What follows belongs to an exercise in optimizing a design on an open flow for small area; a production flow would make more cautious choices. RTL that was checked went through simulation tests only; none was proved equivalent to the original. For run 1, only the layout was checked, not whether the RTL still works. Power is estimated from default activity; no workload was simulated.

File: flow/standard.sh
#!/bin/bash
# synth_recipe.tcl (not shown) runs the flow's synth.tcl, then flattens the netlist and writes it again
# the make line also repeats each setting of config.mk as NAME=value (left out here)
make -C /OpenROAD-flow-scripts/flow DESIGN_CONFIG=/design/flow/config.mk WORK_HOME=/design/flow/orfs CLKGATE_MAP_FILE= SYNTH_SCRIPT=/design/flow/synth_recipe.tcl "${@:-finish}"
File: flow/config.mk
export PLATFORM = sky130hd
export DESIGN_NAME = idct8_serial
export DESIGN_NICKNAME = idct8_serial
export VERILOG_FILES = /design/flow/design.v
export SDC_FILE = /design/flow/constraint.sdc
export NUM_CORES = 4
export LEC_CHECK = 0
export ABC_AREA = 1
export CAP_MARGIN = 20
export CORE_MARGIN = 2
export CORE_UTILIZATION = 55
export SLEW_MARGIN = 20
export BUFFER_PORTS_ARGS = -buffer_cell sky130_fd_sc_hd__buf_1
export CTS_ARGS = -sink_clustering_enable -repair_clock_nets -dont_use_dummy_load -buf_list sky130_fd_sc_hd__clkbuf_8 -sink_clustering_size 16 -sink_clustering_max_diameter 60
File: flow/flow/run.sh
#!/bin/bash
# Layout flow: the standard ORFS flow (standard.sh, unchanged synthesis),
# with two changes to the cells the layout steps insert:
#  - port buffers are sky130_fd_sc_hd__buf_1 (every port still gets one)
#  - clock tree synthesis uses clkbuf_8 clusters and adds no dummy loads
# make's full output goes to standard.log; ORFS keeps each step's log under orfs/logs.
set -euo pipefail
cat >> config.mk <<'EOT'
export BUFFER_PORTS_ARGS = -buffer_cell sky130_fd_sc_hd__buf_1
export CTS_ARGS = -sink_clustering_enable -repair_clock_nets -dont_use_dummy_load -buf_list sky130_fd_sc_hd__clkbuf_8 -sink_clustering_size 16 -sink_clustering_max_diameter 60
EOT
bash standard.sh > standard.log 2>&1
File: flow/constraint.sdc
create_clock -name core_clock -period 15.0 [get_ports {clk}]
set_input_delay 3.0000 -clock core_clock [delete_from_list [all_inputs] [get_ports {clk}]]
set_output_delay 3.0000 -clock core_clock [all_outputs]
set_load 0.01 [all_outputs]
File: flow/design.v
package idct_pkg;
  localparam int DEF_BITS  = 25;
  localparam int DEF_SHIFT = 13;
  localparam int INT_W     = DEF_BITS + 10;
  localparam int C39 = 39;
  localparam int C36 = 36;
  localparam int C15 = 15;
  localparam int C35 = 35;
  localparam int C2  = 2;
  localparam int C8  = 8;
  localparam int C30 = 30;
  localparam int C16 = 16;
  localparam int C6  = 6;
  localparam int C19 = 19;
  localparam int C14 = 14;
  localparam int NORM_MUL   = 43;
  localparam int NORM_SHIFT = 19;
  function automatic logic signed [63:0] saturate(input logic signed [63:0] v, input int bits);
    logic signed [63:0] hi;
    logic signed [63:0] lo;
    hi = (64'sd1 <<< (bits - 1)) - 64'sd1;
    lo = -(64'sd1 <<< (bits - 1));
    if (v > hi)      saturate = hi;
    else if (v < lo) saturate = lo;
    else             saturate = v;
  endfunction
endpackage
module rca #(parameter int W = 8) (
  input  logic [W-1:0] a,
  input  logic [W-1:0] b,
  input  logic         ci,
  output logic [W-1:0] s,
  output logic         co
);
  logic [W:0] c;
  assign c[0] = ci;
  for (genvar i = 0; i < W; i++) begin : g_fa
    assign s[i]   = a[i] ^ b[i] ^ c[i];
    assign c[i+1] = (a[i] & b[i]) | (c[i] & (a[i] ^ b[i]));
  end
  assign co = c[W];
endmodule
module idct8_serial (
  input  logic        clk,
  input  logic        rst,
  input  logic        in_valid,
  input  logic [24:0] in,
  output logic        out_valid,
  output logic        frame_start,
  output logic [24:0] O
);
  logic [2:0]  k;
  logic        primed;
  logic        pend;           
  logic [2:0]  kb;             
  logic [17:0] xh;             
  logic [12:0] accp_a [0:3], accq_a [0:3], sump_a [0:3], sumq_a [0:3];
  logic [20:0] accp_b [0:3], accq_b [0:3], sump_b [0:3], sumq_b [0:3];
  logic [3:0]  cp, cq, cp_q, cq_q;
  logic [20:0] obuf [1:7];
  logic [20:0] o_q;
  logic [12:0] m7_a; logic m7_c, m7_cq;
  logic [14:0] m7_b;
  logic [12:0] m9_a; logic m9_c, m9_cq;
  logic [15:0] m9_b;
  logic [12:0] m11_a; logic m11_c, m11_cq;
  logic [15:0] m11_b;
  wire [12:0] d32_a = {in[7], in[6], in[5], in[4], in[3], in[2], in[1], in[0], 1'b0, 1'b0, 1'b0, 1'b0, 1'b0};
  wire [17:0] d32_b = {xh[17], xh[17], xh[16], xh[15], xh[14], xh[13], xh[12], xh[11], xh[10], xh[9], xh[8], xh[7], xh[6], xh[5], xh[4], xh[3], xh[2], xh[1]};
  wire [12:0] d44_a = {m11_a[10], m11_a[9], m11_a[8], m11_a[7], m11_a[6], m11_a[5], m11_a[4], m11_a[3], m11_a[2], m11_a[1], m11_a[0], 1'b0, 1'b0};
  wire [17:0] d44_b = {m11_b[15], m11_b[14], m11_b[13], m11_b[12], m11_b[11], m11_b[10], m11_b[9], m11_b[8], m11_b[7], m11_b[6], m11_b[5], m11_b[4], m11_b[3], m11_b[2], m11_b[1], m11_b[0], m11_lq[12], m11_lq[11]};
  wire [12:0] d22_a = {m11_a[11], m11_a[10], m11_a[9], m11_a[8], m11_a[7], m11_a[6], m11_a[5], m11_a[4], m11_a[3], m11_a[2], m11_a[1], m11_a[0], 1'b0};
  wire [17:0] d22_b = {m11_b[15], m11_b[15], m11_b[14], m11_b[13], m11_b[12], m11_b[11], m11_b[10], m11_b[9], m11_b[8], m11_b[7], m11_b[6], m11_b[5], m11_b[4], m11_b[3], m11_b[2], m11_b[1], m11_b[0], m11_lq[12]};
  wire [12:0] d14_a = {m7_a[11], m7_a[10], m7_a[9], m7_a[8], m7_a[7], m7_a[6], m7_a[5], m7_a[4], m7_a[3], m7_a[2], m7_a[1], m7_a[0], 1'b0};
  wire [17:0] d14_b = {m7_b[14], m7_b[14], m7_b[14], m7_b[13], m7_b[12], m7_b[11], m7_b[10], m7_b[9], m7_b[8], m7_b[7], m7_b[6], m7_b[5], m7_b[4], m7_b[3], m7_b[2], m7_b[1], m7_b[0], m7_lq[12]};
  wire [12:0] d0_a = {1'b0, 1'b0, 1'b0, 1'b0, 1'b0, 1'b0, 1'b0, 1'b0, 1'b0, 1'b0, 1'b0, 1'b0, 1'b0};
  wire [17:0] d0_b = {1'b0, 1'b0, 1'b0, 1'b0, 1'b0, 1'b0, 1'b0, 1'b0, 1'b0, 1'b0, 1'b0, 1'b0, 1'b0, 1'b0, 1'b0, 1'b0, 1'b0, 1'b0};
  wire [12:0] d36_a = {m9_a[10], m9_a[9], m9_a[8], m9_a[7], m9_a[6], m9_a[5], m9_a[4], m9_a[3], m9_a[2], m9_a[1], m9_a[0], 1'b0, 1'b0};
  wire [17:0] d36_b = {m9_b[15], m9_b[14], m9_b[13], m9_b[12], m9_b[11], m9_b[10], m9_b[9], m9_b[8], m9_b[7], m9_b[6], m9_b[5], m9_b[4], m9_b[3], m9_b[2], m9_b[1], m9_b[0], m9_lq[12], m9_lq[11]};
  wire [12:0] d16_a = {in[8], in[7], in[6], in[5], in[4], in[3], in[2], in[1], in[0], 1'b0, 1'b0, 1'b0, 1'b0};
  wire [17:0] d16_b = {xh[17], xh[17], xh[17], xh[16], xh[15], xh[14], xh[13], xh[12], xh[11], xh[10], xh[9], xh[8], xh[7], xh[6], xh[5], xh[4], xh[3], xh[2]};
  wire [12:0] u11_a = {m11_a[12], m11_a[11], m11_a[10], m11_a[9], m11_a[8], m11_a[7], m11_a[6], m11_a[5], m11_a[4], m11_a[3], m11_a[2], m11_a[1], m11_a[0]};
  wire [17:0] u11_b = {m11_b[15], m11_b[15], m11_b[15], m11_b[14], m11_b[13], m11_b[12], m11_b[11], m11_b[10], m11_b[9], m11_b[8], m11_b[7], m11_b[6], m11_b[5], m11_b[4], m11_b[3], m11_b[2], m11_b[1], m11_b[0]};
  wire [12:0] ue_a = {m7_a[12], m7_a[11], m7_a[10], m7_a[9], m7_a[8], m7_a[7], m7_a[6], m7_a[5], m7_a[4], m7_a[3], m7_a[2], m7_a[1], m7_a[0]};
  wire [17:0] ue_b = {m7_b[14], m7_b[14], m7_b[14], m7_b[14], m7_b[13], m7_b[12], m7_b[11], m7_b[10], m7_b[9], m7_b[8], m7_b[7], m7_b[6], m7_b[5], m7_b[4], m7_b[3], m7_b[2], m7_b[1], m7_b[0]};
  logic [12:0] m11_lq;
  logic [12:0] m7_lq;
  logic [12:0] m9_lq;
  rca #(13) i_m7_a (.a({in[9], in[8], in[7], in[6], in[5], in[4], in[3], in[2], in[1], in[0], 1'b0, 1'b0, 1'b0}), .b({~in[12], ~in[11], ~in[10], ~in[9], ~in[8], ~in[7], ~in[6], ~in[5], ~in[4], ~in[3], ~in[2], ~in[1], ~in[0]}), .ci(1'b1), .s(m7_a), .co(m7_c));
  rca #(13) i_m9_a (.a({in[9], in[8], in[7], in[6], in[5], in[4], in[3], in[2], in[1], in[0], 1'b0, 1'b0, 1'b0}), .b({in[12], in[11], in[10], in[9], in[8], in[7], in[6], in[5], in[4], in[3], in[2], in[1], in[0]}), .ci(1'b0), .s(m9_a), .co(m9_c));
  rca #(13) i_m11_a (.a({m7_a[12], m7_a[11], m7_a[10], m7_a[9], m7_a[8], m7_a[7], m7_a[6], m7_a[5], m7_a[4], m7_a[3], m7_a[2], m7_a[1], m7_a[0]}), .b({in[10], in[9], in[8], in[7], in[6], in[5], in[4], in[3], in[2], in[1], in[0], 1'b0, 1'b0}), .ci(1'b0), .s(m11_a), .co(m11_c));
  rca #(15) i_m7_b (.a({xh[17], xh[16], xh[15], xh[14], xh[13], xh[12], xh[11], xh[10], xh[9], xh[8], xh[7], xh[6], xh[5], xh[4], xh[3]}), .b({~xh[17], ~xh[17], ~xh[17], ~xh[17], ~xh[16], ~xh[15], ~xh[14], ~xh[13], ~xh[12], ~xh[11], ~xh[10], ~xh[9], ~xh[8], ~xh[7], ~xh[6]}), .ci(m7_cq), .s(m7_b), .co());
  rca #(16) i_m9_b (.a({xh[17], xh[17], xh[16], xh[15], xh[14], xh[13], xh[12], xh[11], xh[10], xh[9], xh[8], xh[7], xh[6], xh[5], xh[4], xh[3]}), .b({xh[17], xh[17], xh[17], xh[17], xh[17], xh[16], xh[15], xh[14], xh[13], xh[12], xh[11], xh[10], xh[9], xh[8], xh[7], xh[6]}), .ci(m9_cq), .s(m9_b), .co());
  rca #(16) i_m11_b (.a({m7_b[14], m7_b[14], m7_b[13], m7_b[12], m7_b[11], m7_b[10], m7_b[9], m7_b[8], m7_b[7], m7_b[6], m7_b[5], m7_b[4], m7_b[3], m7_b[2], m7_b[1], m7_b[0]}), .b({xh[17], xh[17], xh[17], xh[16], xh[15], xh[14], xh[13], xh[12], xh[11], xh[10], xh[9], xh[8], xh[7], xh[6], xh[5], xh[4]}), .ci(m11_cq), .s(m11_b), .co());
  wire [12:0] ua = !in_valid ? '0 : k[0] ? u11_a : ue_a;
  wire [17:0] ub = !pend ? '0 : kb[0] ? u11_b : ue_b;
  logic [12:0] va0; logic naP0, naQ0;
  logic [17:0] vb0; logic nbP0, nbQ0;
  always_comb begin
    va0 = '0; naP0 = 1'b0; naQ0 = 1'b0;
    if (in_valid) case (k)
      3'd0: begin va0 = d32_a; naP0 = 1'b0; naQ0 = 1'b0; end
      3'd1: begin va0 = d44_a; naP0 = 1'b0; naQ0 = 1'b1; end
      3'd2: begin va0 = d44_a; naP0 = 1'b0; naQ0 = 1'b0; end
      3'd3: begin va0 = d32_a; naP0 = 1'b0; naQ0 = 1'b1; end
      3'd4: begin va0 = d32_a; naP0 = 1'b0; naQ0 = 1'b0; end
      3'd5: begin va0 = d22_a; naP0 = 1'b0; naQ0 = 1'b1; end
      3'd6: begin va0 = d14_a; naP0 = 1'b0; naQ0 = 1'b0; end
      3'd7: begin va0 = d0_a; naP0 = 1'b0; naQ0 = 1'b1; end
    endcase
  end
  always_comb begin
    vb0 = '0; nbP0 = 1'b0; nbQ0 = 1'b0;
    if (pend) case (kb)
      3'd0: begin vb0 = d32_b; nbP0 = 1'b0; nbQ0 = 1'b0; end
      3'd1: begin vb0 = d44_b; nbP0 = 1'b0; nbQ0 = 1'b1; end
      3'd2: begin vb0 = d44_b; nbP0 = 1'b0; nbQ0 = 1'b0; end
      3'd3: begin vb0 = d32_b; nbP0 = 1'b0; nbQ0 = 1'b1; end
      3'd4: begin vb0 = d32_b; nbP0 = 1'b0; nbQ0 = 1'b0; end
      3'd5: begin vb0 = d22_b; nbP0 = 1'b0; nbQ0 = 1'b1; end
      3'd6: begin vb0 = d14_b; nbP0 = 1'b0; nbQ0 = 1'b0; end
      3'd7: begin vb0 = d0_b; nbP0 = 1'b0; nbQ0 = 1'b1; end
    endcase
  end
  logic [12:0] ma0; logic [17:0] mh0; logic cm0, cm0_q;
  rca #(13) i_pp0_a (.a(ua), .b(va0), .ci(1'b0), .s(ma0), .co(cm0));
  rca #(18) i_pp0_b (.a(ub), .b(vb0), .ci(cm0_q), .s(mh0), .co());
  wire [20:0] mb0 = {{3{mh0[17]}}, mh0};
  logic [12:0] va1; logic naP1, naQ1;
  logic [17:0] vb1; logic nbP1, nbQ1;
  always_comb begin
    va1 = '0; naP1 = 1'b0; naQ1 = 1'b0;
    if (in_valid) case (k)
      3'd0: begin va1 = d32_a; naP1 = 1'b0; naQ1 = 1'b0; end
      3'd1: begin va1 = d36_a; naP1 = 1'b0; naQ1 = 1'b1; end
      3'd2: begin va1 = d14_a; naP1 = 1'b0; naQ1 = 1'b0; end
      3'd3: begin va1 = d0_a; naP1 = 1'b1; naQ1 = 1'b0; end
      3'd4: begin va1 = d32_a; naP1 = 1'b1; naQ1 = 1'b1; end
      3'd5: begin va1 = d44_a; naP1 = 1'b1; naQ1 = 1'b0; end
      3'd6: begin va1 = d44_a; naP1 = 1'b1; naQ1 = 1'b1; end
      3'd7: begin va1 = d16_a; naP1 = 1'b1; naQ1 = 1'b0; end
    endcase
  end
  always_comb begin
    vb1 = '0; nbP1 = 1'b0; nbQ1 = 1'b0;
    if (pend) case (kb)
      3'd0: begin vb1 = d32_b; nbP1 = 1'b0; nbQ1 = 1'b0; end
      3'd1: begin vb1 = d36_b; nbP1 = 1'b0; nbQ1 = 1'b1; end
      3'd2: begin vb1 = d14_b; nbP1 = 1'b0; nbQ1 = 1'b0; end
      3'd3: begin vb1 = d0_b; nbP1 = 1'b1; nbQ1 = 1'b0; end
      3'd4: begin vb1 = d32_b; nbP1 = 1'b1; nbQ1 = 1'b1; end
      3'd5: begin vb1 = d44_b; nbP1 = 1'b1; nbQ1 = 1'b0; end
      3'd6: begin vb1 = d44_b; nbP1 = 1'b1; nbQ1 = 1'b1; end
      3'd7: begin vb1 = d16_b; nbP1 = 1'b1; nbQ1 = 1'b0; end
    endcase
  end
  logic [12:0] ma1; logic [17:0] mh1; logic cm1, cm1_q;
  rca #(13) i_pp1_a (.a(ua), .b(va1), .ci(1'b0), .s(ma1), .co(cm1));
  rca #(18) i_pp1_b (.a(ub), .b(vb1), .ci(cm1_q), .s(mh1), .co());
  wire [20:0] mb1 = {{3{mh1[17]}}, mh1};
  logic [12:0] va2; logic naP2, naQ2;
  logic [17:0] vb2; logic nbP2, nbQ2;
  always_comb begin
    va2 = '0; naP2 = 1'b0; naQ2 = 1'b0;
    if (in_valid) case (k)
      3'd0: begin va2 = d32_a; naP2 = 1'b0; naQ2 = 1'b0; end
      3'd1: begin va2 = d16_a; naP2 = 1'b0; naQ2 = 1'b1; end
      3'd2: begin va2 = d14_a; naP2 = 1'b1; naQ2 = 1'b1; end
      3'd3: begin va2 = d44_a; naP2 = 1'b1; naQ2 = 1'b0; end
      3'd4: begin va2 = d32_a; naP2 = 1'b1; naQ2 = 1'b1; end
      3'd5: begin va2 = d0_a; naP2 = 1'b0; naQ2 = 1'b1; end
      3'd6: begin va2 = d44_a; naP2 = 1'b0; naQ2 = 1'b0; end
      3'd7: begin va2 = d36_a; naP2 = 1'b0; naQ2 = 1'b1; end
    endcase
  end
  always_comb begin
    vb2 = '0; nbP2 = 1'b0; nbQ2 = 1'b0;
    if (pend) case (kb)
      3'd0: begin vb2 = d32_b; nbP2 = 1'b0; nbQ2 = 1'b0; end
      3'd1: begin vb2 = d16_b; nbP2 = 1'b0; nbQ2 = 1'b1; end
      3'd2: begin vb2 = d14_b; nbP2 = 1'b1; nbQ2 = 1'b1; end
      3'd3: begin vb2 = d44_b; nbP2 = 1'b1; nbQ2 = 1'b0; end
      3'd4: begin vb2 = d32_b; nbP2 = 1'b1; nbQ2 = 1'b1; end
      3'd5: begin vb2 = d0_b; nbP2 = 1'b0; nbQ2 = 1'b1; end
      3'd6: begin vb2 = d44_b; nbP2 = 1'b0; nbQ2 = 1'b0; end
      3'd7: begin vb2 = d36_b; nbP2 = 1'b0; nbQ2 = 1'b1; end
    endcase
  end
  logic [12:0] ma2; logic [17:0] mh2; logic cm2, cm2_q;
  rca #(13) i_pp2_a (.a(ua), .b(va2), .ci(1'b0), .s(ma2), .co(cm2));
  rca #(18) i_pp2_b (.a(ub), .b(vb2), .ci(cm2_q), .s(mh2), .co());
  wire [20:0] mb2 = {{3{mh2[17]}}, mh2};
  logic [12:0] va3; logic naP3, naQ3;
  logic [17:0] vb3; logic nbP3, nbQ3;
  always_comb begin
    va3 = '0; naP3 = 1'b0; naQ3 = 1'b0;
    if (in_valid) case (k)
      3'd0: begin va3 = d32_a; naP3 = 1'b0; naQ3 = 1'b0; end
      3'd1: begin va3 = d0_a; naP3 = 1'b0; naQ3 = 1'b1; end
      3'd2: begin va3 = d44_a; naP3 = 1'b1; naQ3 = 1'b1; end
      3'd3: begin va3 = d22_a; naP3 = 1'b1; naQ3 = 1'b0; end
      3'd4: begin va3 = d32_a; naP3 = 1'b0; naQ3 = 1'b0; end
      3'd5: begin va3 = d32_a; naP3 = 1'b0; naQ3 = 1'b1; end
      3'd6: begin va3 = d14_a; naP3 = 1'b1; naQ3 = 1'b1; end
      3'd7: begin va3 = d44_a; naP3 = 1'b1; naQ3 = 1'b0; end
    endcase
  end
  always_comb begin
    vb3 = '0; nbP3 = 1'b0; nbQ3 = 1'b0;
    if (pend) case (kb)
      3'd0: begin vb3 = d32_b; nbP3 = 1'b0; nbQ3 = 1'b0; end
      3'd1: begin vb3 = d0_b; nbP3 = 1'b0; nbQ3 = 1'b1; end
      3'd2: begin vb3 = d44_b; nbP3 = 1'b1; nbQ3 = 1'b1; end
      3'd3: begin vb3 = d22_b; nbP3 = 1'b1; nbQ3 = 1'b0; end
      3'd4: begin vb3 = d32_b; nbP3 = 1'b0; nbQ3 = 1'b0; end
      3'd5: begin vb3 = d32_b; nbP3 = 1'b0; nbQ3 = 1'b1; end
      3'd6: begin vb3 = d14_b; nbP3 = 1'b1; nbQ3 = 1'b1; end
      3'd7: begin vb3 = d44_b; nbP3 = 1'b1; nbQ3 = 1'b0; end
    endcase
  end
  logic [12:0] ma3; logic [17:0] mh3; logic cm3, cm3_q;
  rca #(13) i_pp3_a (.a(ua), .b(va3), .ci(1'b0), .s(ma3), .co(cm3));
  rca #(18) i_pp3_b (.a(ub), .b(vb3), .ci(cm3_q), .s(mh3), .co());
  wire [20:0] mb3 = {{3{mh3[17]}}, mh3};
  logic [12:0] maj [0:3];
  logic [20:0] mbj [0:3];
  logic naPj [0:3], naQj [0:3], nbPj [0:3], nbQj [0:3];
  assign maj[0] = ma0; assign mbj[0] = mb0; assign naPj[0] = naP0; assign naQj[0] = naQ0; assign nbPj[0] = nbP0; assign nbQj[0] = nbQ0;
  assign maj[1] = ma1; assign mbj[1] = mb1; assign naPj[1] = naP1; assign naQj[1] = naQ1; assign nbPj[1] = nbP1; assign nbQj[1] = nbQ1;
  assign maj[2] = ma2; assign mbj[2] = mb2; assign naPj[2] = naP2; assign naQj[2] = naQ2; assign nbPj[2] = nbP2; assign nbQj[2] = nbQ2;
  assign maj[3] = ma3; assign mbj[3] = mb3; assign naPj[3] = naP3; assign naQj[3] = naQ3; assign nbPj[3] = nbP3; assign nbQj[3] = nbQ3;
  wire first_a = in_valid && (k == 3'd0);
  wire first_b = pend && (kb == 3'd0);
  for (genvar j = 0; j < 4; j++) begin : g_acc
    rca #(13) i_pa (.a(first_a ? 13'd0 : accp_a[j]), .b(maj[j] ^ {13{naPj[j]}}), .ci(naPj[j]), .s(sump_a[j]), .co(cp[j]));
    rca #(13) i_qa (.a(first_a ? 13'd0 : accq_a[j]), .b(maj[j] ^ {13{naQj[j]}}), .ci(naQj[j]), .s(sumq_a[j]), .co(cq[j]));
    rca #(21) i_pb (.a(first_b ? 21'd0 : accp_b[j]), .b(mbj[j] ^ {21{nbPj[j]}}), .ci(cp_q[j]), .s(sump_b[j]), .co());
    rca #(21) i_qb (.a(first_b ? 21'd0 : accq_b[j]), .b(mbj[j] ^ {21{nbQj[j]}}), .ci(cq_q[j]), .s(sumq_b[j]), .co());
  end
  always_ff @(posedge clk) begin
    if (rst) begin
      k           <= '0;
      primed      <= 1'b0;
      out_valid   <= 1'b0;
      frame_start <= 1'b0;
    end else if (in_valid) begin
      k           <= k + 3'd1;
      out_valid   <= primed;
      frame_start <= primed && (k == 3'd0);
      if (k == 3'd7) primed <= 1'b1;
    end else begin
      out_valid   <= 1'b0;
      frame_start <= 1'b0;
    end
  end
  always_ff @(posedge clk) begin
    pend <= in_valid;
    kb   <= k;
    xh   <= in[24:7];
    m7_cq <= m7_c;
    m9_cq <= m9_c;
    m11_cq <= m11_c;
    cm0_q <= cm0;
    cm1_q <= cm1;
    cm2_q <= cm2;
    cm3_q <= cm3;
    m11_lq[11] <= m11_a[11];
    m11_lq[12] <= m11_a[12];
    m7_lq[12] <= m7_a[12];
    m9_lq[11] <= m9_a[11];
    m9_lq[12] <= m9_a[12];
    cp_q <= cp;
    cq_q <= cq;
    for (int j = 0; j < 4; j++) begin
      accp_a[j] <= sump_a[j];
      accq_a[j] <= sumq_a[j];
      accp_b[j] <= sump_b[j];
      accq_b[j] <= sumq_b[j];
    end
    if (in_valid && k == 3'd0) begin
      obuf[7] <= sumq_b[0];
      for (int j = 1; j < 4; j++) begin
        obuf[j]     <= sump_b[j];
        obuf[7 - j] <= sumq_b[j];
      end
    end
  end
  always_comb begin
    case (k)
      3'd1:    o_q = accp_b[0];
      3'd2:    o_q = obuf[1];
      3'd3:    o_q = obuf[2];
      3'd4:    o_q = obuf[3];
      3'd5:    o_q = obuf[4];
      3'd6:    o_q = obuf[5];
      3'd7:    o_q = obuf[6];
      default: o_q = obuf[7];
    endcase
  end
  assign O = {{4{o_q[20]}}, o_q};
endmodule
==> results of run 1 <==
## critical path, delay by kind of cell, from the launching register on
kind,cells,cell delay [ps]
AOI/OAI and AO/OA,2,420
xor gates and xnor gates,2,280
adders and majority gates,23,11210
buffers and inverters,5,470
DFF,1,510
and+or+nand+nor,2,140
## through the flow
stage | worst slack (ps) | utilization (%) | instances
global placement | 1870 | 57.0 | 3541
floorplan | 2630 | - | 2881
finish | 1710 | 58.1 | 3585
detailed placement | 1760 | 57.0 | 3541
global route | 1110 | 58.1 | 3585
CTS | 1710 | 58.1 | 3585
## kinds of logic (layout without fill, tap and decap cells)
group / after synthesis / in the layout / share of synthesized area (%)
AND/OR/NAND/NOR: 758 / 758 / 10.7
buffers and inverters: 626 / 634 / 8.39
flip-flops: 466 / 466 / 36.2
AO/OA/AOI/OAI: 362 / 362 / 8.30
XOR/XNOR: 215 / 215 / 6.31
adder cells (fa/ha/maj): 454 / 454 / 30.1
## synthesized netlist by cell type (4+ instances only)
cell type | count | area (µm²)
o2111ai_1 | 6 | 52.6
a221oi_1 | 23 | 201
o211ai_1 | 37 | 278
nor2_1 | 38 | 143
a221oi_2 | 10 | 150
a211oi_1 | 11 | 82.6
nand4_1 | 24 | 150
a21oi_1 | 77 | 385
edfxtp_1 | 147 | 4410
nand2_1 | 596 | 2240
inv_1 | 484 | 1820
buf_4 | 13 | 97.6
ha_1 | 14 | 175
nand3b_1 | 5 | 37.5
nor2_2 | 8 | 50.1
nor2_4 | 4 | 45.0
dfxtp_1 | 319 | 6390
fa_1 | 440 | 8810
buf_2 | 43 | 215
o21ai_0 | 84 | 420
inv_2 | 15 | 56.3
o221ai_1 | 32 | 280
nand2_2 | 13 | 81.3
nand3_1 | 54 | 270
nand2_4 | 5 | 56.3
buf_6 | 6 | 67.6
clkbuf_1 | 56 | 210
a22o_1 | 4 | 35.0
a32o_1 | 4 | 40.0
xnor2_1 | 70 | 613
buf_1 | 4 | 15.0
a31oi_1 | 7 | 43.8
o22ai_1 | 22 | 138
a22oi_1 | 33 | 248
xor2_1 | 145 | 1270
## path summary, 6_finish.rpt
kind,slack [ps],to,cells after the start
hold reg to reg,430,kb[1],0
setup reg to reg,1710,obuf[7][20],34
hold / removal,430,kb[1],0
setup / recovery,1710,obuf[7][20],34
## flip-flops by register name (all words and copies together) (netlist names), 4 cells and up
signal / flops
obuf: 147
accp_b: 84
accq_b: 84
accp_a: 52
accq_a: 52
xh: 17
cp_q: 4
cq_q: 4
## routing by layer
metal / global-route usage (%) / up-vias
li1: - / 9009
met1: 37.2 / 10000
met2: 52.0 / 672
met3: 3.47 / 182
met4: 14.8 / 2
met5: 0 / -
## report_power, final
part | leakage [nW] | switching, mW | internal (mW)
Clock | 0.316 | 0.424 | 0.261
Combinational | 9.03 | 2.13 | 1.31
Sequential | 4.07 | 0.194 | 2.19
## layout make-up
type	count	area (µm²)
clock buffers	44	606
well taps	696	871
fillers	4625	22500
flip-flops and latches	466	10800
repair buffers	86	444
inverters	504	1900
multi-input cells	1789	16600
==> flow_metrics.py, run 1 <==
metrics = {
    "routing": {
        "viasPerCell": 5.55,
        "met2_length_um": 40500,
        "wl_met3_um": 4080,
        "routedWlPerCell_um": 22.3,
        "drt-initial-drc-count": 1652,
        "vias": 19900,
        "met1_length_um": 30900,
        "drtPass1Iterations": 5,
        "routed.top_layer": "met5",
        "wirelength_um": 79900,
        "drcViolationCount": 0,
        "ant_nets": 0,
    },
    "synthesis": {
        "synth-edff-count": 147,
        "syn_inst": 2881,
        "synth_fp_nets": 3363,
        "syn_avg_cell_area_um2": 10.4,
        "synth_flop_cell": "dfxtp_1",
        "synth-seq-area-share_pct": 36.2,
        "yosys_warnings": 27,
        "async_flop_share_pct": 0,
        "ys_types": 52,
        "netlist_area_um2": 29800,
        "ys_seq_elements": 466,
    },
    "power": {
        "power_density_nw_per_um2": 209,
        "leakagePower_nw": 13.4,
        "ir_worst_vdd_v": 0.000118,
        "p_total_mw": 6.51,
    },
    "grt": {
        "grt_max_degree": 97,
        "track_usage_pct": 29.9,
        "grt_pass1_vias": 21200,
        "overflow": 0,
        "grt_pass1_wl_um": 126000,
        "antenna_found_initial": 1,
    },
    "clock_tree": {
        "clk-insertion-delay-late_ps": 670,
        "cts_buffers": 44,
        "htreeDepth": 2,
        "post_cts_buffers": 0,
        "cts-root-buf": "clkbuf_8",
        "clkSinkCount": 466,
        "cts_tree": "done",
        "cts_resized": 0,
        "cts_hold_buffers": 0,
        "cts_buffer_depth": 3,
        "path_clk_slew_ps": 100,
    },
    "setup_path": {
        "startpoint": "xh[3]",
        "crit_top_cell": "fa_1",
        "r2r-start": "xh[3]",
        "criticalPathCategory": "reg -> reg",
        "required_ps": 15410,
        "cp-start-kind": "register",
        "cp_slowest_cell": "fa_1",
        "arrival_ps": 13700,
        "end_kind": "register",
        "cp_max_fo": 6,
        "max_stage_delay_ps": 620,
    },
    "timing": {
        "setup_viol": 0,
        "tightest_slew_ps": 1090,
        "finalCritPeriodShare_pct": 88.6,
        "slew-limit-headroom_pct": 27.5,
        "final_max_slew_viol_count": 0,
        "finalHoldViolCount": 0,
        "max_freq_ghz": 0.0753,
        "fin_tns_setup_ps": 0,
        "finClkSkew_ps": 69.1,
        "rsz0062_at_grt": "no",
        "whs_ps": 427,
        "period_needed_ps": 13290,
    },
    "placed_design": {
        "place_area_um2": 30600,
        "hpwlAfterDp_um": 59800,
        "io_buffers": 54,
        "gp_congestion": 0.938,
    },
    "run": {
        "cap_violations": 0,
    },
    "die": {
        "die_y_um": 237,
        "die_width_um": 237,
        "floorplan.die_area_um2": 56100,
        "num_rows": 85,
        "core_um2": 53700,
        "start_util_pct": 55.6,
        "ios": 55,
    },
    "min_path": {
        "min_path_type": "reg -> reg",
        "min_from": "k[1]",
    },
    "outcome": {
        "outcome": "finished clean",
    },
    "finish": {
        "final_area_um2": 31200,
        "nets": 3373,
        "final_cell_mix": "nand2_1 (596), inv_1 (484), fa_1 (440)",
        "final_layout_size_suffix_gt1_share_pct": 5.12,
        "areaGrowthSynthToFinish_pct": 4.54,
        "diodes": 0,
        "final_common_cell": "nand2_1",
    },
}
==> run 2: changes to the inputs <==
--- a/flow/design.v
+++ b/flow/design.v
@@ -54,3 +54,2 @@
   logic        pend;           
-  logic [2:0]  kb;             
   logic [17:0] xh;             
@@ -95,3 +94,3 @@
   wire [12:0] ua = !in_valid ? '0 : k[0] ? u11_a : ue_a;
-  wire [17:0] ub = !pend ? '0 : kb[0] ? u11_b : ue_b;
+  wire [17:0] ub = !pend ? '0 : !k[0] ? u11_b : ue_b;
   logic [12:0] va0; logic naP0, naQ0;
@@ -113,11 +112,11 @@
     vb0 = '0; nbP0 = 1'b0; nbQ0 = 1'b0;
-    if (pend) case (kb)
-      3'd0: begin vb0 = d32_b; nbP0 = 1'b0; nbQ0 = 1'b0; end
-      3'd1: begin vb0 = d44_b; nbP0 = 1'b0; nbQ0 = 1'b1; end
-      3'd2: begin vb0 = d44_b; nbP0 = 1'b0; nbQ0 = 1'b0; end
-      3'd3: begin vb0 = d32_b; nbP0 = 1'b0; nbQ0 = 1'b1; end
-      3'd4: begin vb0 = d32_b; nbP0 = 1'b0; nbQ0 = 1'b0; end
-      3'd5: begin vb0 = d22_b; nbP0 = 1'b0; nbQ0 = 1'b1; end
-      3'd6: begin vb0 = d14_b; nbP0 = 1'b0; nbQ0 = 1'b0; end
-      3'd7: begin vb0 = d0_b; nbP0 = 1'b0; nbQ0 = 1'b1; end
+    if (pend) case (k)
+      3'd1: begin vb0 = d32_b; nbP0 = 1'b0; nbQ0 = 1'b0; end
+      3'd2: begin vb0 = d44_b; nbP0 = 1'b0; nbQ0 = 1'b1; end
+      3'd3: begin vb0 = d44_b; nbP0 = 1'b0; nbQ0 = 1'b0; end
+      3'd4: begin vb0 = d32_b; nbP0 = 1'b0; nbQ0 = 1'b1; end
+      3'd5: begin vb0 = d32_b; nbP0 = 1'b0; nbQ0 = 1'b0; end
+      3'd6: begin vb0 = d22_b; nbP0 = 1'b0; nbQ0 = 1'b1; end
+      3'd7: begin vb0 = d14_b; nbP0 = 1'b0; nbQ0 = 1'b0; end
+      3'd0: begin vb0 = d0_b; nbP0 = 1'b0; nbQ0 = 1'b1; end
     endcase
@@ -145,11 +144,11 @@
     vb1 = '0; nbP1 = 1'b0; nbQ1 = 1'b0;
-    if (pend) case (kb)
-      3'd0: begin vb1 = d32_b; nbP1 = 1'b0; nbQ1 = 1'b0; end
-      3'd1: begin vb1 = d36_b; nbP1 = 1'b0; nbQ1 = 1'b1; end
-      3'd2: begin vb1 = d14_b; nbP1 = 1'b0; nbQ1 = 1'b0; end
-      3'd3: begin vb1 = d0_b; nbP1 = 1'b1; nbQ1 = 1'b0; end
-      3'd4: begin vb1 = d32_b; nbP1 = 1'b1; nbQ1 = 1'b1; end
-      3'd5: begin vb1 = d44_b; nbP1 = 1'b1; nbQ1 = 1'b0; end
-      3'd6: begin vb1 = d44_b; nbP1 = 1'b1; nbQ1 = 1'b1; end
-      3'd7: begin vb1 = d16_b; nbP1 = 1'b1; nbQ1 = 1'b0; end
+    if (pend) case (k)
+      3'd1: begin vb1 = d32_b; nbP1 = 1'b0; nbQ1 = 1'b0; end
+      3'd2: begin vb1 = d36_b; nbP1 = 1'b0; nbQ1 = 1'b1; end
+      3'd3: begin vb1 = d14_b; nbP1 = 1'b0; nbQ1 = 1'b0; end
+      3'd4: begin vb1 = d0_b; nbP1 = 1'b1; nbQ1 = 1'b0; end
+      3'd5: begin vb1 = d32_b; nbP1 = 1'b1; nbQ1 = 1'b1; end
+      3'd6: begin vb1 = d44_b; nbP1 = 1'b1; nbQ1 = 1'b0; end
+      3'd7: begin vb1 = d44_b; nbP1 = 1'b1; nbQ1 = 1'b1; end
+      3'd0: begin vb1 = d16_b; nbP1 = 1'b1; nbQ1 = 1'b0; end
     endcase
@@ -177,11 +176,11 @@
     vb2 = '0; nbP2 = 1'b0; nbQ2 = 1'b0;
-    if (pend) case (kb)
-      3'd0: begin vb2 = d32_b; nbP2 = 1'b0; nbQ2 = 1'b0; end
-      3'd1: begin vb2 = d16_b; nbP2 = 1'b0; nbQ2 = 1'b1; end
-      3'd2: begin vb2 = d14_b; nbP2 = 1'b1; nbQ2 = 1'b1; end
-      3'd3: begin vb2 = d44_b; nbP2 = 1'b1; nbQ2 = 1'b0; end
-      3'd4: begin vb2 = d32_b; nbP2 = 1'b1; nbQ2 = 1'b1; end
-      3'd5: begin vb2 = d0_b; nbP2 = 1'b0; nbQ2 = 1'b1; end
-      3'd6: begin vb2 = d44_b; nbP2 = 1'b0; nbQ2 = 1'b0; end
-      3'd7: begin vb2 = d36_b; nbP2 = 1'b0; nbQ2 = 1'b1; end
+    if (pend) case (k)
+      3'd1: begin vb2 = d32_b; nbP2 = 1'b0; nbQ2 = 1'b0; end
+      3'd2: begin vb2 = d16_b; nbP2 = 1'b0; nbQ2 = 1'b1; end
+      3'd3: begin vb2 = d14_b; nbP2 = 1'b1; nbQ2 = 1'b1; end
+      3'd4: begin vb2 = d44_b; nbP2 = 1'b1; nbQ2 = 1'b0; end
+      3'd5: begin vb2 = d32_b; nbP2 = 1'b1; nbQ2 = 1'b1; end
+      3'd6: begin vb2 = d0_b; nbP2 = 1'b0; nbQ2 = 1'b1; end
+      3'd7: begin vb2 = d44_b; nbP2 = 1'b0; nbQ2 = 1'b0; end
+      3'd0: begin vb2 = d36_b; nbP2 = 1'b0; nbQ2 = 1'b1; end
     endcase
@@ -209,11 +208,11 @@
     vb3 = '0; nbP3 = 1'b0; nbQ3 = 1'b0;
-    if (pend) case (kb)
-      3'd0: begin vb3 = d32_b; nbP3 = 1'b0; nbQ3 = 1'b0; end
-      3'd1: begin vb3 = d0_b; nbP3 = 1'b0; nbQ3 = 1'b1; end
-      3'd2: begin vb3 = d44_b; nbP3 = 1'b1; nbQ3 = 1'b1; end
-      3'd3: begin vb3 = d22_b; nbP3 = 1'b1; nbQ3 = 1'b0; end
-      3'd4: begin vb3 = d32_b; nbP3 = 1'b0; nbQ3 = 1'b0; end
-      3'd5: begin vb3 = d32_b; nbP3 = 1'b0; nbQ3 = 1'b1; end
-      3'd6: begin vb3 = d14_b; nbP3 = 1'b1; nbQ3 = 1'b1; end
-      3'd7: begin vb3 = d44_b; nbP3 = 1'b1; nbQ3 = 1'b0; end
+    if (pend) case (k)
+      3'd1: begin vb3 = d32_b; nbP3 = 1'b0; nbQ3 = 1'b0; end
+      3'd2: begin vb3 = d0_b; nbP3 = 1'b0; nbQ3 = 1'b1; end
+      3'd3: begin vb3 = d44_b; nbP3 = 1'b1; nbQ3 = 1'b1; end
+      3'd4: begin vb3 = d22_b; nbP3 = 1'b1; nbQ3 = 1'b0; end
+      3'd5: begin vb3 = d32_b; nbP3 = 1'b0; nbQ3 = 1'b0; end
+      3'd6: begin vb3 = d32_b; nbP3 = 1'b0; nbQ3 = 1'b1; end
+      3'd7: begin vb3 = d14_b; nbP3 = 1'b1; nbQ3 = 1'b1; end
+      3'd0: begin vb3 = d44_b; nbP3 = 1'b1; nbQ3 = 1'b0; end
     endcase
@@ -232,3 +231,3 @@
   wire first_a = in_valid && (k == 3'd0);
-  wire first_b = pend && (kb == 3'd0);
+  wire first_b = pend && (k == 3'd1);
   for (genvar j = 0; j < 4; j++) begin : g_acc
@@ -257,3 +256,2 @@
     pend <= in_valid;
-    kb   <= k;
     xh   <= in[24:7];
==> run 2 against run 1 <==
  * Still clean on timing, DRC and antenna
  * Synthesized area is 0.61% lower
  * Clock-buffer cell count is 1 higher
  * Sequential power is 3% higher
  * Worst hold slack better by 64 ps
  * Worst setup slack worse by 160 ps
  * Non-clock buffer count is 4 higher
  * Clock power hardly changed
  * Die area is 0.60% lower
  * Maximum frequency is 1.2% lower
  * Wire length is 1.4% higher
  * Critical endpoint is now obuf[2][20]
  * Largest cell class unchanged
==> flow_metrics.py, run 2 <==
metrics = {
    "die": {
        "floorplan.die_area_um2": 55800,
        "start_util_pct": 55.3,
        "die_y_um": 236,
        "core_um2": 53600,
        "ios": 55,
        "die_width_um": 236,
        "num_rows": 85,
    },
    "synthesis": {
        "yosys_warnings": 27,
        "yosys.area.top_type": "fa_1",
        "synth.most_common_cell": "nand2_1",
        "synth_fp_nets": 3359,
        "synth-seq-area-share_pct": 36.2,
        "synth-edff-count": 147,
        "syn_avg_cell_area_um2": 10.3,
        "async_flop_share_pct": 0,
        "syn_inst": 2876,
        "netlist_area_um2": 29700,
        "synth_top_area_share_pct": 29.8,
        "synth_flop_cell": "dfxtp_1",
        "ys_types": 46,
        "synthTopCellsByCount": "nand2_1 (653), inv_1 (453), fa_1 (441)",
        "ys_top_cells_by_area": "fa_1 (30%), dfxtp_1 (21%), edfxtp_1 (15%), nand2_1 (8.3%), inv_1 (5.7%)",
        "ys_seq_elements": 463,
    },
    "clock_tree": {
        "cts_resized": 0,
        "cts_tree": "done",
        "cts_buffer_depth": 3,
        "clk-insertion-delay-late_ps": 670,
        "cts_buffers": 45,
        "post_cts_buffers": 0,
        "cts-root-buf": "clkbuf_8",
        "htreeDepth": 2,
        "clkSinkCount": 463,
        "path_clk_slew_ps": 90,
        "cts_hold_buffers": 0,
    },
    "finish": {
        "final_area_um2": 31000,
        "postLayoutCoreUtil_pct": 57.9,
        "largest_reg_flops": 147,
        "final_common_cell": "nand2_1",
        "fillers": 4673,
        "top_regs": "obuf: 147 flops, accp_b: 84 flops, accq_b: 84 flops",
        "areaGrowthSynthToFinish_pct": 4.60,
        "final_cell_mix": "nand2_1 (652), inv_1 (452), fa_1 (441)",
        "regMostFlops": "obuf",
        "ff_latch_area_um2": 10700,
        "nets": 3368,
        "multi_input_area_um2": 16500,
        "final_layout_size_suffix_gt1_share_pct": 4.89,
    },
    "timing": {
        "setup_viol": 0,
        "whs_ps": 491,
        "fin_tns_setup_ps": 0,
        "finClkSkew_ps": 91.7,
        "finalHoldViolCount": 0,
        "finalCritPeriodShare_pct": 89.7,
        "slew-limit-headroom_pct": 27.0,
        "max_freq_ghz": 0.0744,
        "final_max_slew_viol_count": 0,
        "tightest_slew_ps": 1090,
        "period_needed_ps": 13450,
        "rsz0062_at_grt": "no",
    },
    "placed_design": {
        "io_buffers": 54,
        "hpwlAfterDp_um": 59500,
        "gp_congestion": 0.904,
        "place_area_um2": 30400,
    },
    "setup_path": {
        "cp_slowest_cell": "dfxtp_1",
        "end_kind": "register",
        "r2r_cells": 36,
        "criticalPathCategory": "reg -> reg",
        "max_stage_delay_ps": 720,
        "required_ps": 15400,
        "arrival_ps": 13850,
        "cp_max_fo": 30,
        "cp-start-kind": "register",
        "crit_top_cell": "fa_1",
    },
    "routing": {
        "routedWlPerCell_um": 22.6,
        "vias": 19800,
        "drtPass1Iterations": 7,
        "drcViolationCount": 0,
        "ant_nets": 0,
        "wirelength_um": 81000,
        "drt-initial-drc-count": 1592,
        "viasPerCell": 5.54,
    },
    "grt": {
        "grt_pass1_wl_um": 128000,
        "antenna_found_initial": 1,
        "grt_pass1_vias": 21200,
        "grt_max_degree": 63,
        "track_usage_pct": 30.4,
        "overflow": 0,
    },
    "run": {
        "cap_violations": 0,
    },
    "min_path": {
        "min_path_type": "reg -> reg",
        "whs_path_depth": 1,
    },
    "power": {
        "leakagePower_nw": 13.5,
        "p_int_mw": 4.04,
        "power_density_nw_per_um2": 227,
        "p_comb_share_pct": 55.3,
        "switching_power_mw": 3.01,
        "p_clk_share_pct": 9.7,
        "swShare_pct": 42.7,
        "p_total_mw": 7.06,
        "ir_worst_vdd_v": 0.000128,
        "seqPwrFrac_pct": 35.0,
    },
    "outcome": {
        "outcome": "finished clean",
    },
}
-- run 2: cell count changes in the layout (fill, tap and decap cells not counted), sizes merged, moves of 7 or more --
| cell | change |
|---|---|
| o21ai | -11 |
| nor2 | -7 |
| a22oi | -8 |
| a21oi | +10 |
| o211ai | -16 |
| a32o | +9 |
| inv | -31 |
| o2111ai | +16 |
| a221oi | -10 |
| xor2 | -9 |
| a211oi | +8 |
| nand2 | +53 |
-- run 2: cell type report --
type	instances	area share (%)
timing repair buffer	90	1.53
clock buffer	45	2.00
tap	696	2.81
inverter	474	5.75
multi-input combinational	1811	53.3
antenna	2	0.0161
sequential	463	34.6
-- run 2: cell families after synthesis --
group | share of synthesized area [%]
compound gates | 7.96
simple gates | 11.0
flops | 36.2
xor+xnor | 6.26
buf+inv | 8.19
fa+ha+maj | 30.4
-- run 2: critical path: cells and delay by family, from the launching register on --
family | cells | cell delay [ps]
xor+xnor | 2 | 400
simple gates | 5 | 640
flops | 1 | 720
fa+ha+maj | 22 | 10330
buf+inv | 5 | 910
compound gates | 2 | 190
-- run 2: power groups by stage --
stage          logic (mW)  clock network (mW)  registers, mW
6_report             3.90               0.684           2.47
3_3_place_gp         3.78                   0           2.49
2_1_floorplan        2.87                   0           2.44
3_5_place_dp         3.95                   0           2.50
4_1_cts              3.98               0.705           2.47
5_1_grt              4.59               0.747           2.52
-- run 2: path summary, 6_finish.rpt --
path	from	to	slack, ps
max	k[0]	obuf[2][20]	1550
min	cp_q[0]	accp_b[0][0]	490
max reg2reg	k[0]	obuf[2][20]	1550
min reg2reg	cp_q[0]	accp_b[0][0]	490
-- run 2: layer usage --
layer	up-vias	part of all wire (%)	routed length (µm)	track usage (%)
met2	693	45	36500	46.9
met4	0	2.6	2080	8.46
met3	111	6.9	5630	4.88
met5	-	0	0	0
li1	8990	-	-	-
met1	10100	45	36800	44.8
-- run 2: stage by stage --
stage          cells  setup slack [ps]
4_1_cts         3579              1520
2_1_floorplan   2876              1510
5_1_grt         3581               962
6_report        3581              1550
3_3_place_gp    3534              1690
3_5_place_dp    3534              1560
==> run 3: changes to the inputs <==
==> flow/flow/run.sh (replaced) <==
#!/bin/bash
# Layout flow: the standard ORFS flow (standard.sh, unchanged synthesis),
# with two changes to the cells the layout steps insert:
#  - port buffers are sky130_fd_sc_hd__buf_1 (every port still gets one)
#  - clock tree synthesis uses clkbuf_4 clusters and adds no dummy loads
# make's full output goes to standard.log; ORFS keeps each step's log under orfs/logs.
set -euo pipefail
cat >> config.mk <<'EOT'
export BUFFER_PORTS_ARGS = -buffer_cell sky130_fd_sc_hd__buf_1
export CTS_ARGS = -sink_clustering_enable -repair_clock_nets -dont_use_dummy_load -buf_list sky130_fd_sc_hd__clkbuf_4 -sink_clustering_size 10 -sink_clustering_max_diameter 50
EOT
bash standard.sh > standard.log 2>&1
--- a/flow/config.mk
+++ b/flow/config.mk
@@ -13,2 +13,2 @@
 export BUFFER_PORTS_ARGS = -buffer_cell sky130_fd_sc_hd__buf_1
-export CTS_ARGS = -sink_clustering_enable -repair_clock_nets -dont_use_dummy_load -buf_list sky130_fd_sc_hd__clkbuf_8 -sink_clustering_size 16 -sink_clustering_max_diameter 60
+export CTS_ARGS = -sink_clustering_enable -repair_clock_nets -dont_use_dummy_load -buf_list sky130_fd_sc_hd__clkbuf_4 -sink_clustering_size 10 -sink_clustering_max_diameter 50
==> run 3 against run 2 <==
  * Still clean on timing, DRC and antenna
  * Final cell count up 0.42%
  * Worst hold slack better by 43 ps
  * Synthesized cell count unchanged
  * Design area down 0.53%
  * Maximum frequency down 0.12%
  * Largest cell class unchanged
  * Largest power group unchanged
  * Highest routed layer unchanged
==> flow_metrics.py, run 3 <==
metrics = {
    "die": {
        "floorplan.die_area_um2": 55800,
        "core_um2": 53600,
        "ios": 55,
        "die_width_um": 236,
        "start_util_pct": 55.3,
        "num_rows": 85,
        "die_y_um": 236,
    },
    "synthesis": {
        "ys_types": 46,
        "synth.most_common_cell": "nand2_1",
        "synth_fp_nets": 3359,
        "netlist_area_um2": 29700,
        "syn_inst": 2876,
        "yosys_warnings": 27,
        "ys_seq_elements": 463,
        "syn_avg_cell_area_um2": 10.3,
        "synth_top_area_share_pct": 29.8,
        "synth-seq-area-share_pct": 36.2,
        "synth_flop_cell": "dfxtp_1",
        "yosys.area.top_type": "fa_1",
        "ys_top_cells_by_area": "fa_1 (30%), dfxtp_1 (21%), edfxtp_1 (15%), nand2_1 (8.3%), inv_1 (5.7%)",
        "async_flop_share_pct": 0,
        "synth-edff-count": 147,
        "synthTopCellsByCount": "nand2_1 (653), inv_1 (453), fa_1 (441)",
    },
    "setup_path": {
        "crit_top_cell": "fa_1",
        "max_stage_delay_ps": 750,
        "cp_slowest_cell": "dfxtp_1",
        "criticalPathCategory": "reg -> reg",
        "cpLargestDelayFamily": "adder cells",
        "r2r-start": "k[0]",
        "required_ps": 15610,
        "cp_max_fo": 30,
        "r2r_cells": 36,
        "end_kind": "register",
        "cp-start-kind": "register",
        "r2r_slack_ps": 1530,
        "worst-path-buf-inv": 5,
        "reg2reg_to": "obuf[2][20]",
        "arrival_ps": 14080,
    },
    "placed_design": {
        "io_buffers": 54,
        "place_area_um2": 30400,
        "hpwlAfterDp_um": 59500,
        "dp_cells": 3534,
        "gp_congestion": 0.904,
    },
    "finish": {
        "areaGrowthSynthToFinish_pct": 4.05,
        "final_layout_size_suffix_gt1_share_pct": 5.42,
        "ff_latch_area_um2": 10700,
        "multi_input_area_um2": 16500,
        "final_common_cell": "nand2_1",
        "nets": 3384,
        "final_area_um2": 30900,
        "layout.cells.non_filler": 3596,
        "largest_reg_flops": 147,
        "final_cell_mix": "nand2_1 (652), inv_1 (452), fa_1 (441)",
        "top_regs": "obuf: 147 flops, accp_b: 84 flops, accq_b: 84 flops",
        "fillers": 4694,
        "regMostFlops": "obuf",
    },
    "power": {
        "p_int_mw": 3.96,
        "switching_power_mw": 3.01,
        "leakagePower_nw": 13.4,
        "ir_worst_vdd_v": 0.000128,
        "power_density_nw_per_um2": 226,
        "p_clk_share_pct": 8.6,
        "p_comb_share_pct": 56.0,
        "seqPwrFrac_pct": 35.4,
        "swShare_pct": 43.2,
    },
    "timing": {
        "period_needed_ps": 13470,
        "slew-limit-headroom_pct": 27.6,
        "tightest_slew_ps": 1080,
        "final_max_slew_viol_count": 0,
        "max_freq_ghz": 0.0743,
        "finClkSkew_ps": 90.4,
        "finalHoldViolCount": 0,
        "setup_viol": 0,
        "fin_tns_setup_ps": 0,
        "finalCritPeriodShare_pct": 89.8,
        "rsz0062_at_grt": "no",
    },
    "grt": {
        "grt_pass1_wl_um": 128000,
        "grt_max_degree": 63,
        "track_usage_pct": 30.5,
        "overflow": 0,
        "antenna_found_initial": 1,
        "grt_pass1_vias": 21300,
    },
    "clock_tree": {
        "cts_buffer_depth": 3,
        "path_clk_slew_ps": 110,
        "cts_hold_buffers": 0,
        "post_cts_buffers": 0,
        "cts_buffers": 61,
        "cts_tree": "done",
        "clkSinkCount": 463,
        "cts-root-buf": "clkbuf_4",
        "htreeDepth": 2,
        "cts_resized": 0,
        "clk-insertion-delay-late_ps": 890,
    },
    "min_path": {
        "min_path_type": "reg -> reg",
        "whs_path_depth": 2,
        "min_from": "accp_a[1][0]",
        "whs_endpoint": "accp_a[1][0]",
    },
    "routing": {
        "viasPerCell": 5.58,
        "routedWlPerCell_um": 22.5,
        "drtPass1Iterations": 5,
        "wirelength_um": 81100,
        "vias": 20100,
        "drcViolationCount": 0,
        "ant_nets": 0,
        "drt-initial-drc-count": 1453,
    },
    "run": {
        "cap_violations": 0,
    },
    "outcome": {
        "outcome": "finished clean",
    },
}
## run 3: cell counts after synthesis
No cell type changed its count.
## run 3: through the flow
| stage | util [%] | power (mW) | setup WS (ps) | hold WS (ps) |
|---|---|---|---|---|
| floorplan | - | 5.30 | 1510 | 442 |
| global placement | 56.7 | 6.26 | 1690 | 505 |
| detailed placement | 56.7 | 6.45 | 1560 | 510 |
| CTS | 57.6 | 7.07 | 1510 | 530 |
| global route | 57.6 | 7.78 | 945 | 556 |
| finish | 57.6 | 6.97 | 1530 | 533 |
## run 3: cells by family after synthesis
kind of cell	share of synthesized area (%)
DFF	36.2
buffers and inverters	8.19
AOI/OAI and AO/OA	7.96
xor gates and xnor gates	6.26
and+or+nand+nor	11.0
adders and majority gates	30.4
## run 3: layout make-up
cell class / count / area share, %
Clock buffer: 61 / 1.48
Inverter: 474 / 5.78
Timing Repair Buffer: 90 / 1.54
Antenna cell: 1 / 0.00811
Sequential cell: 463 / 34.8
Tap cell: 696 / 2.82
Multi-Input combinational cell: 1811 / 53.6
## run 3: power by group through the flow
stage / sequential, mW / combinational [mW] / clock [mW]
3_5_place_dp: 2.50 / 3.95 / 0
4_1_cts: 2.47 / 3.98 / 0.622
2_1_floorplan: 2.44 / 2.87 / 0
6_report: 2.47 / 3.91 / 0.600
3_3_place_gp: 2.49 / 3.78 / 0
5_1_grt: 2.52 / 4.59 / 0.665
## run 3: layer usage
metal | global-route usage, % | up-vias | part of all wire (%)
met4 | 8.96 | 0 | 2.8
met1 | 44.8 | 10100 | 45
met2 | 46.8 | 729 | 45
li1 | - | 9053 | -
met3 | 5.07 | 145 | 7.2
met5 | 0 | - | 0
## run 3: how the worst max path moves through the flow
stage / startpoint / endpoint / slack [ps] / cells after the start
2_1_floorplan: in_valid / accp_a[0][12] / 1510 / 22
3_3_place_gp: k[0] / obuf[6][20] / 1690 / 34
3_5_place_dp: k[0] / obuf[2][20] / 1560 / 36
4_1_cts: k[0] / obuf[2][20] / 1510 / 36
5_1_grt: k[0] / obuf[2][20] / 950 / 36
6_report: k[0] / obuf[2][20] / 1530 / 36
## run 3: worst min-delay path, delay by kind of cell, from the launching register on
family | cells | cell delay (ps)
compound gates | 1 | 80
simple gates | 1 | 90
flops | 1 | 330
==> run 4: changes to the inputs <==
--- a/flow/config.mk
+++ b/flow/config.mk
@@ -8,6 +8,6 @@
 export ABC_AREA = 1
-export CAP_MARGIN = 20
+export CAP_MARGIN = 0
 export CORE_MARGIN = 2
 export CORE_UTILIZATION = 55
-export SLEW_MARGIN = 20
+export SLEW_MARGIN = 0
 export BUFFER_PORTS_ARGS = -buffer_cell sky130_fd_sc_hd__buf_1
==> run 4 against run 3 <==
  * Largest cell class unchanged
  * Clock skew stayed put
  * Via count stayed put
  * Register-to-register slack hardly changed
==> flow_metrics.py, run 4 <==
metrics = {
    "synthesis": {
        "synthTopCellsByCount": "nand2_1 (653), inv_1 (453), fa_1 (441)",
        "yosys_warnings": 27,
        "netlist_area_um2": 29700,
        "synth_fp_nets": 3359,
        "ys_seq_elements": 463,
        "synth.most_common_cell": "nand2_1",
        "ys_types": 46,
        "synth_top_area_share_pct": 29.8,
        "yosys.area.top_type": "fa_1",
        "ys_top_cells_by_area": "fa_1 (30%), dfxtp_1 (21%), edfxtp_1 (15%), nand2_1 (8.3%), inv_1 (5.7%)",
        "synth-seq-area-share_pct": 36.2,
        "syn_inst": 2876,
        "synth_flop_cell": "dfxtp_1",
        "synth-edff-count": 147,
        "async_flop_share_pct": 0,
        "syn_avg_cell_area_um2": 10.3,
    },
    "setup_path": {
        "end_kind": "register",
        "cp_max_fo": 30,
        "cp-start-kind": "register",
        "arrival_ps": 14080,
        "r2r_slack_ps": 1530,
        "max_stage_delay_ps": 750,
        "required_ps": 15610,
        "criticalPathCategory": "reg -> reg",
        "cp_slowest_cell": "dfxtp_1",
        "crit_top_cell": "fa_1",
    },
    "clock_tree": {
        "clkSinkCount": 463,
        "post_cts_buffers": 0,
        "cts_resized": 0,
        "htreeDepth": 2,
        "cts_buffer_depth": 3,
        "cts_buffers": 61,
        "cts_hold_buffers": 0,
        "cts-root-buf": "clkbuf_4",
        "clk-insertion-delay-late_ps": 890,
        "path_clk_slew_ps": 110,
        "cts_tree": "done",
    },
    "placed_design": {
        "hpwlAfterDp_um": 59500,
        "pre_cts_ws_ps": 1560,
        "io_buffers": 54,
        "gp_congestion": 0.904,
        "place_area_um2": 30400,
        "dp_cells": 3534,
    },
    "power": {
        "leakagePower_nw": 13.4,
        "ir_worst_vdd_v": 0.000128,
        "p_total_mw": 6.97,
        "power_density_nw_per_um2": 226,
    },
    "timing": {
        "final_max_slew_viol_count": 0,
        "finalHoldViolCount": 0,
        "max_freq_ghz": 0.0743,
        "setup_viol": 0,
        "period_needed_ps": 13470,
        "finalCritPeriodShare_pct": 89.8,
        "tightest_slew_ps": 1080,
        "setup_ws_ps": 1530,
        "slew-limit-headroom_pct": 27.6,
        "whs_ps": 533,
        "finClkSkew_ps": 90.4,
        "rsz0062_at_grt": "no",
        "fin_tns_setup_ps": 0,
    },
    "outcome": {
        "outcome": "finished clean",
    },
    "finish": {
        "areaGrowthSynthToFinish_pct": 4.05,
        "final_area_um2": 30900,
        "final_common_cell": "nand2_1",
        "largest_reg_flops": 147,
        "nets": 3384,
        "postLayoutCoreUtil_pct": 57.6,
        "top_regs": "obuf: 147 flops, accp_b: 84 flops, accq_b: 84 flops",
        "final_cell_mix": "nand2_1 (652), inv_1 (452), fa_1 (441)",
        "regMostFlops": "obuf",
        "layout.cells.non_filler": 3596,
        "final_layout_size_suffix_gt1_share_pct": 5.42,
    },
    "grt": {
        "grt_pass1_wl_um": 128000,
        "antenna_found_initial": 1,
        "track_usage_pct": 30.5,
        "overflow": 0,
        "grt_max_degree": 63,
        "grt_pass1_vias": 21300,
    },
    "routing": {
        "wirelength_um": 81100,
        "routedWlPerCell_um": 22.5,
        "ant_nets": 0,
        "vias": 20100,
        "drtPass1Iterations": 5,
        "drcViolationCount": 0,
        "drt-initial-drc-count": 1453,
        "viasPerCell": 5.58,
    },
    "die": {
        "start_util_pct": 55.3,
        "core_um2": 53600,
        "ios": 55,
        "die_width_um": 236,
        "floorplan.die_area_um2": 55800,
        "die_y_um": 236,
        "num_rows": 85,
    },
    "run": {
        "cap_violations": 0,
    },
    "min_path": {
        "min_path_type": "reg -> reg",
    },
}
run 4: cell counts after synthesis:
Identical to the previous run, type by type.
run 4: path summary, 6_finish.rpt:
path / startpoint / end / depth (start not counted)
hold / removal: accp_a[1][0] / accp_a[1][0] / 2
setup / recovery: k[0] / obuf[2][20] / 36
hold reg to reg: accp_a[1][0] / accp_a[1][0] / 2
setup reg to reg: k[0] / obuf[2][20] / 36
run 4: final cells by class:
class	instances	area (µm²)
Fill cell	4694	22700
Multi-Input combinational cell	1811	16500
Sequential cell	463	10700
Inverter	474	1780
Tap cell	696	871
Timing Repair Buffer	90	474
Clock buffer	61	458
Antenna cell	1	2.50
run 4: layer usage:
| layer | share of wire [%] | track usage (%) |
|---|---|---|
| met5 | 0 | 0 |
| met4 | 2.8 | 8.96 |
| met3 | 7.2 | 5.07 |
| met2 | 45 | 46.8 |
| met1 | 45 | 44.8 |
run 4: cells by family after synthesis:
logic type / after synthesis / share of synthesized area (%)
and+or+nand+nor: 790 / 11.0
buffers and inverters: 602 / 8.19
DFF: 463 / 36.2
adders and majority gates: 455 / 30.4
AOI/OAI and AO/OA: 354 / 7.96
xor gates and xnor gates: 212 / 6.26
run 4: worst max-delay path, delay by kind of cell (launching register included):
kind	cells	cell delay [ps]
adder cells (fa/ha/maj)	22	10320
XOR/XNOR	2	400
AO/OA/AOI/OAI	2	180
AND/OR/NAND/NOR	5	630
flip-flops	1	750
buffers and inverters	5	920
run 4: power breakdown:
part / internal (mW) / switching [mW] / leakage (nW)
registers: 2.28 / 0.192 / 4.04
logic: 1.50 / 2.41 / 9.09
clock network: 0.184 / 0.415 / 0.281
total: 3.96 / 3.01 / 13.4
==> run 5: changes to the inputs <==
--- a/flow/config.mk
+++ b/flow/config.mk
@@ -8,6 +8,7 @@
 export ABC_AREA = 1
-export CAP_MARGIN = 0
+export CAP_MARGIN = 20
 export CORE_MARGIN = 2
-export CORE_UTILIZATION = 55
-export SLEW_MARGIN = 0
+export CORE_UTILIZATION = 65
+export GPL_TIMING_DRIVEN = 0
+export SLEW_MARGIN = 20
 export BUFFER_PORTS_ARGS = -buffer_cell sky130_fd_sc_hd__buf_1
==> run 5 against run 4 <==
  * Highest routed layer is now met5
  * Critical path depth unchanged
  * Design area up 1.0%
  * Core utilization up 11 points
  * Largest cell class unchanged
  * Clock-buffer cell count down 7
  * Die area down 15%
  * Final cell count down 0.11%
  * Clock power down 6.2%
==> flow_metrics.py, run 5 <==
metrics = {
    "synthesis": {
        "ys_types": 46,
        "ys_seq_elements": 463,
        "synth.most_common_cell": "nand2_1",
        "synth_top_area_share_pct": 29.8,
        "async_flop_share_pct": 0,
        "ys_top_cells_by_area": "fa_1 (30%), dfxtp_1 (21%), edfxtp_1 (15%), nand2_1 (8.3%), inv_1 (5.7%)",
        "yosys.area.top_type": "fa_1",
        "synth_flop_cell": "dfxtp_1",
        "yosys_warnings": 27,
        "syn_avg_cell_area_um2": 10.3,
        "synth_fp_nets": 3359,
        "synth-edff-count": 147,
        "syn_inst": 2876,
        "synth-seq-area-share_pct": 36.2,
        "netlist_area_um2": 29700,
        "synthTopCellsByCount": "nand2_1 (653), inv_1 (453), fa_1 (441)",
    },
    "setup_path": {
        "arrival_ps": 14590,
        "crit_top_cell": "fa_1",
        "required_ps": 15560,
        "cp_max_fo": 21,
        "max_stage_delay_ps": 520,
        "criticalPathCategory": "reg -> reg",
        "cpLargestDelayFamily": "adder cells",
        "cp_slowest_cell": "fa_1",
        "end_kind": "register",
        "cp-start-kind": "register",
        "worst-path-buf-inv": 6,
    },
    "power": {
        "seqPwrFrac_pct": 34.8,
        "p_comb_share_pct": 57.2,
        "power_density_nw_per_um2": 228,
        "ir_worst_vdd_v": 0.000158,
        "leakagePower_nw": 13.6,
        "swShare_pct": 43.9,
        "p_total_mw": 7.10,
        "switching_power_mw": 3.11,
        "p_clk_share_pct": 7.9,
        "p_int_mw": 3.98,
    },
    "finish": {
        "multi_input_area_um2": 16500,
        "final_layout_size_suffix_gt1_share_pct": 6.09,
        "fillers": 3402,
        "nets": 3474,
        "ff_latch_area_um2": 10700,
        "final_area_um2": 31200,
        "layout.cells.non_filler": 3592,
        "final_common_cell": "nand2_1",
        "largest_reg_flops": 147,
        "top_regs": "obuf: 147 flops, accp_b: 84 flops, accq_b: 84 flops",
        "regMostFlops": "obuf",
        "final_cell_mix": "nand2_1 (653), inv_1 (453), fa_1 (441)",
        "areaGrowthSynthToFinish_pct": 5.14,
    },
    "die": {
        "num_rows": 78,
        "die_y_um": 218,
        "floorplan.die_area_um2": 47400,
        "die_width_um": 218,
        "core_um2": 45200,
        "ios": 55,
        "start_util_pct": 65.6,
    },
    "routing": {
        "viasPerCell": 6.05,
        "vias": 21700,
        "drtPass1Iterations": 8,
        "drt-initial-drc-count": 3110,
        "ant_nets": 0,
        "routedWlPerCell_um": 25.4,
        "drcViolationCount": 0,
        "wirelength_um": 91200,
    },
    "grt": {
        "grt_pass1_vias": 22400,
        "grt_max_degree": 28,
        "antenna_found_initial": 4,
        "track_usage_pct": 40.0,
        "overflow": 0,
        "grt_pass1_wl_um": 137000,
    },
    "timing": {
        "rsz0062_at_grt": "no",
        "finalCritPeriodShare_pct": 93.5,
        "whs_ps": 485,
        "tightest_slew_ps": 1190,
        "setup_viol": 0,
        "period_needed_ps": 14030,
        "max_freq_ghz": 0.0713,
        "finalHoldViolCount": 0,
        "final_max_slew_viol_count": 0,
        "finClkSkew_ps": 63.2,
        "slew-limit-headroom_pct": 20.9,
    },
    "outcome": {
        "outcome": "finished clean",
    },
    "placed_design": {
        "gp_congestion": 1.01,
        "io_buffers": 54,
        "place_area_um2": 30800,
        "dp_cells": 3536,
        "hpwlAfterDp_um": 70900,
    },
    "clock_tree": {
        "cts_hold_buffers": 0,
        "clkSinkCount": 463,
        "htreeDepth": 2,
        "cts_buffers": 54,
        "cts-root-buf": "clkbuf_4",
        "clk-insertion-delay-late_ps": 830,
        "cts_buffer_depth": 3,
        "path_clk_slew_ps": 100,
        "cts_tree": "done",
    },
    "min_path": {
        "min_path_type": "reg -> reg",
    },
    "run": {
        "cap_violations": 0,
    },
}
## run 5: kinds of logic (layout without fill, tap and decap cells)
group                      count (synthesis)  count (layout)  synth area share [%]
and+or+nand+nor                          790             790                  11.0
xor gates and xnor gates                 212             212                  6.26
DFF                                      463             463                  36.2
adders and majority gates                455             455                  30.4
buffers and inverters                    602             715                  8.19
AOI/OAI and AO/OA                        354             354                  7.96
other                                      0               3                     0
## run 5: cell type report
type,instances,share of cell area [%]
flip-flops and latches,463,34.4
diodes,3,0.0241
plain buffers,126,2.05
inverters,474,5.72
clock buffers,54,1.30
well taps,600,2.41
multi-input cells,1811,52.9
repair buffers,61,1.14
## run 5: layer usage
metal / track usage, % / part of all wire, %
met5: 0 / 0.012
met4: 14.0 / 3.9
met3: 10.9 / 12
met2: 59.9 / 44
met1: 56.8 / 39
## run 5: through the flow
step	util (%)	TNS, ps	worst slack (ps)
after floorplan	-	0	1510
after detailed placement	68.1	0	266
final	69.0	0	970
after CTS	69.0	0	291
after global routing	69.0	0	529
after global placement	67.8	-152910	-2950
## run 5: worst min-delay path, stage by stage, from the launching register on
cell and delay, ps:
dfxtp_1 310, nand2_1 80, o31ai_1 70
## run 5: final timing paths
| kind | start | end | slack, ps | cells past startpoint |
|---|---|---|---|---|
| setup / recovery | k[0] | obuf[7][20] | 970 | 36 |
| setup reg to reg | k[0] | obuf[7][20] | 970 | 36 |
| hold reg to reg | primed | primed | 480 | 2 |
| hold / removal | primed | primed | 480 | 2 |
## run 5: repair_timing
action                     CTS  global route
hold endpoints to repair     0             0
setup buffers                0             0
gates resized for setup      0             0
setup endpoints to repair    0             2
## run 5: power by group through the flow
stage	Combinational, mW	Clock [mW]	Sequential (mW)
after CTS	4.04	0.566	2.47
after floorplan	2.87	0	2.44
after global routing	4.61	0.611	2.52
after detailed placement	4.02	0	2.49
after global placement	3.68	0	2.49
final	4.06	0.563	2.47

## port drivers added, routing unchanged
How much do the figures lean on ideal ports? The routed layouts below were timed once more, with nothing changed but the port constraints. Step 1 sets driving cells, clkbuf_16 on the clock port and buf_2 on the other inputs (assumed; they add their load-dependent delay and slew). Step 2 adds t to the input delays and takes it off the output delays; t is the mean of the earliest and latest rising clock arrival at the registers after step 1. Input paths then give back, and output paths get back, about the clock's delay inside the block. a / b / c = ideal / step 1 / step 2; a / b = the first two.
run | shift t [ns] | setup WS [ns] | clock arrival spread, ns | worst slew at a driven data input, ns | pins driven straight from the clock port
run 1 | 0.696 | 1.711 / 1.711 / 1.711 | 0.070 / 0.069 | 0.05 | 1
run 2 | 0.681 | 1.551 / 1.551 / 1.551 | 0.091 / 0.091 | 0.04 | 1
run 3 | 0.907 | 1.534 / 1.534 / 1.534 | 0.094 / 0.093 | 0.04 | 1
run 4 | 0.907 | 1.534 / 1.534 / 1.534 | 0.094 / 0.093 | 0.04 | 1
run 5 | 0.861 | 0.970 / 0.970 / 0.970 | 0.063 / 0.063 | 0.08 | 1
After both steps every run listed still meets setup and hold.
